What follows belongs to an exercise in optimizing a design on an open flow for small area and a short achievable clock period; a production flow would make more cautious choices.
The RTL was checked by simulation tests, not by an equivalence proof against the original design.
No activity file was given, so power comes from the tool's default toggle rates.

nickel:
Design fcb_top, start of the top module:
module fcb_top (
    input  wire                                       clk,
    input  wire                                       reset,
    input  wire [2:0]                                 bus_address,
    input  wire [31:0]                                bus_data,
    input  wire [3:0]                                 bus_select,
    input  wire                                       bus_stb,
    input  wire                                       bus_we,
    input  wire                                       bus_cyc,
    output logic [31:0]                               rd_data,
    output logic [8*32-1:0]  config_bits,
    output logic                                      global_reset
);
Size: ~2600 cells after synthesis, ~830 flip-flops, roughly 36000 µm² of cells after synthesis.
export LEC_CHECK = 0
export CAP_MARGIN = 20
export CORE_MARGIN = 2
export CORE_UTILIZATION = 70
export PLACE_DENSITY = 0.85
export SETUP_SLACK_MARGIN = 3.8
export SLEW_MARGIN = 20
export SYNTH_HIERARCHICAL = 1
export SYNTH_MINIMUM_KEEP_SIZE = 0
create_clock -name core_clock -period 8.0 [get_ports {clk}]
standard.sh (not shown) runs the stock make flow with config.mk's settings and CLKGATE_MAP_FILE= SYNTH_SCRIPT=/design/flow/synth_recipe.tcl, a recipe that flattens the netlist after the stock synthesis.
==> flow/flow/run.sh <==
#!/bin/bash
# The standard layout (standard.sh), with two changes:
#  - port buffers are buf_1 cells (buffer_ports -buffer_cell)
#  - clock tree synthesis inserts no dummy loads
# Each tool's output is kept in this folder: standard.log (make) and the
# ORFS logs under orfs/logs/.
export BUFFER_PORTS_ARGS="-buffer_cell sky130_fd_sc_hd__buf_1"
export CTS_ARGS="-sink_clustering_enable -repair_clock_nets -sink_clustering_size 32 -sink_clustering_max_diameter 50 -buf_list sky130_fd_sc_hd__clkbuf_16 -dont_use_dummy_load"
bash standard.sh > standard.log 2>&1
nickel closes out successfully: all stages finished, all timing, DRC and antenna checks passed.
### nickel -> tundra
# nickel
export LEC_CHECK = 0
export CAP_MARGIN = 20
export CORE_MARGIN = 2
export CORE_UTILIZATION = 70
export PLACE_DENSITY = 0.85
export SETUP_SLACK_MARGIN = 3.8
export SLEW_MARGIN = 20
export SYNTH_HIERARCHICAL = 1
export SYNTH_MINIMUM_KEEP_SIZE = 0
create_clock -name core_clock -period 8.0 [get_ports {clk}]
# tundra
export LEC_CHECK = 0
export CAP_MARGIN = 20
export CORE_MARGIN = 2
export CORE_UTILIZATION = 70
export PLACE_DENSITY = 0.85
export SETUP_SLACK_MARGIN = 3.9
export SLEW_MARGIN = 20
export SYNTH_HIERARCHICAL = 1
export SYNTH_MINIMUM_KEEP_SIZE = 0
create_clock -name core_clock -period 8.0 [get_ports {clk}]
--- a/flow/flow/run.sh
+++ b/flow/flow/run.sh
@@ -8 +8 @@
-export CTS_ARGS="-sink_clustering_enable -repair_clock_nets -sink_clustering_size 32 -sink_clustering_max_diameter 50 -buf_list sky130_fd_sc_hd__clkbuf_16 -dont_use_dummy_load"
+export CTS_ARGS="-sink_clustering_enable -repair_clock_nets -sink_clustering_size 24 -sink_clustering_max_diameter 60 -buf_list sky130_fd_sc_hd__clkbuf_16 -dont_use_dummy_load"
## What came out
Taking nickel as the reference, in tundra clock power went down by 12%; worst setup slack went down by 0.0038 ns; part of the power in combinational logic went up by 0.5 points; non-clock buffering overhead in the final layout was more or less identical.
The final layout from tundra, which completed every stage, passed the timing, design-rule and antenna checks at the end of the flow.
Hold path depth came out exactly the same in nickel and tundra.
[inputs] indigo vs tundra
# tundra
export LEC_CHECK = 0
export CAP_MARGIN = 20
export CORE_MARGIN = 2
export CORE_UTILIZATION = 70
export PLACE_DENSITY = 0.85
export SETUP_SLACK_MARGIN = 3.9
export SLEW_MARGIN = 20
export SYNTH_HIERARCHICAL = 1
export SYNTH_MINIMUM_KEEP_SIZE = 0
create_clock -name core_clock -period 8.0 [get_ports {clk}]
# indigo
export LEC_CHECK = 0
export CAP_MARGIN = 20
export CORE_MARGIN = 2
export CORE_UTILIZATION = 70
export PLACE_DENSITY = 0.85
export SETUP_SLACK_MARGIN = 3.8
export SLEW_MARGIN = 20
export SYNTH_HIERARCHICAL = 1
export SYNTH_MINIMUM_KEEP_SIZE = 0
create_clock -name core_clock -period 8.0 [get_ports {clk}]
## What came out
[compare] base=tundra new=indigo: maximum frequency stayed essentially flat; internal power of the cells neither gained nor lost much; final standard cell utilization of the core comparable; proportion of cell area occupied by registers neither gained nor lost much. On total power, indigo and tundra are basically level. Compared indigo against tundra; signed area change from the synthesized netlist to the final layout within noise. tundra -> indigo: total length of routed met3 wires flat.

==> re-timing with driven ports <==
The results above use ideal ports. As a check the final layouts listed here were re-extracted and re-timed, cells and wires unchanged.
Step 1: set_driving_cell puts a clkbuf_16 on clk and a buf_2 on each other input, an assumption about the parent block.
Step 2 times the ports against the registers' clock, not the clock port: input delays grow and output delays shrink by t, the midpoint of the rising clock arrivals with the driver on.
Slacks: ideal ports / drivers / drivers and shift; pairs: ideal ports / drivers.
| run | shift t [ns] | slack for setup (ns) | worst setup path at the end | worst slew at a driven data input, ns |
|---|---|---|---|---|
| nickel | 0.679 | 3.739 / 3.434 / 3.434 | input to output | 0.30 |
| tundra | 0.655 | 3.735 / 3.432 / 3.432 | input to output | 0.30 |
| indigo | 0.655 | 3.734 / 3.434 / 3.434 | input to output | 0.29 |
After both steps setup and hold are still met in every run listed. The setup slack of nickel, which loses most, moves by -0.305 ns with the drivers and by -0.305 ns with both steps.
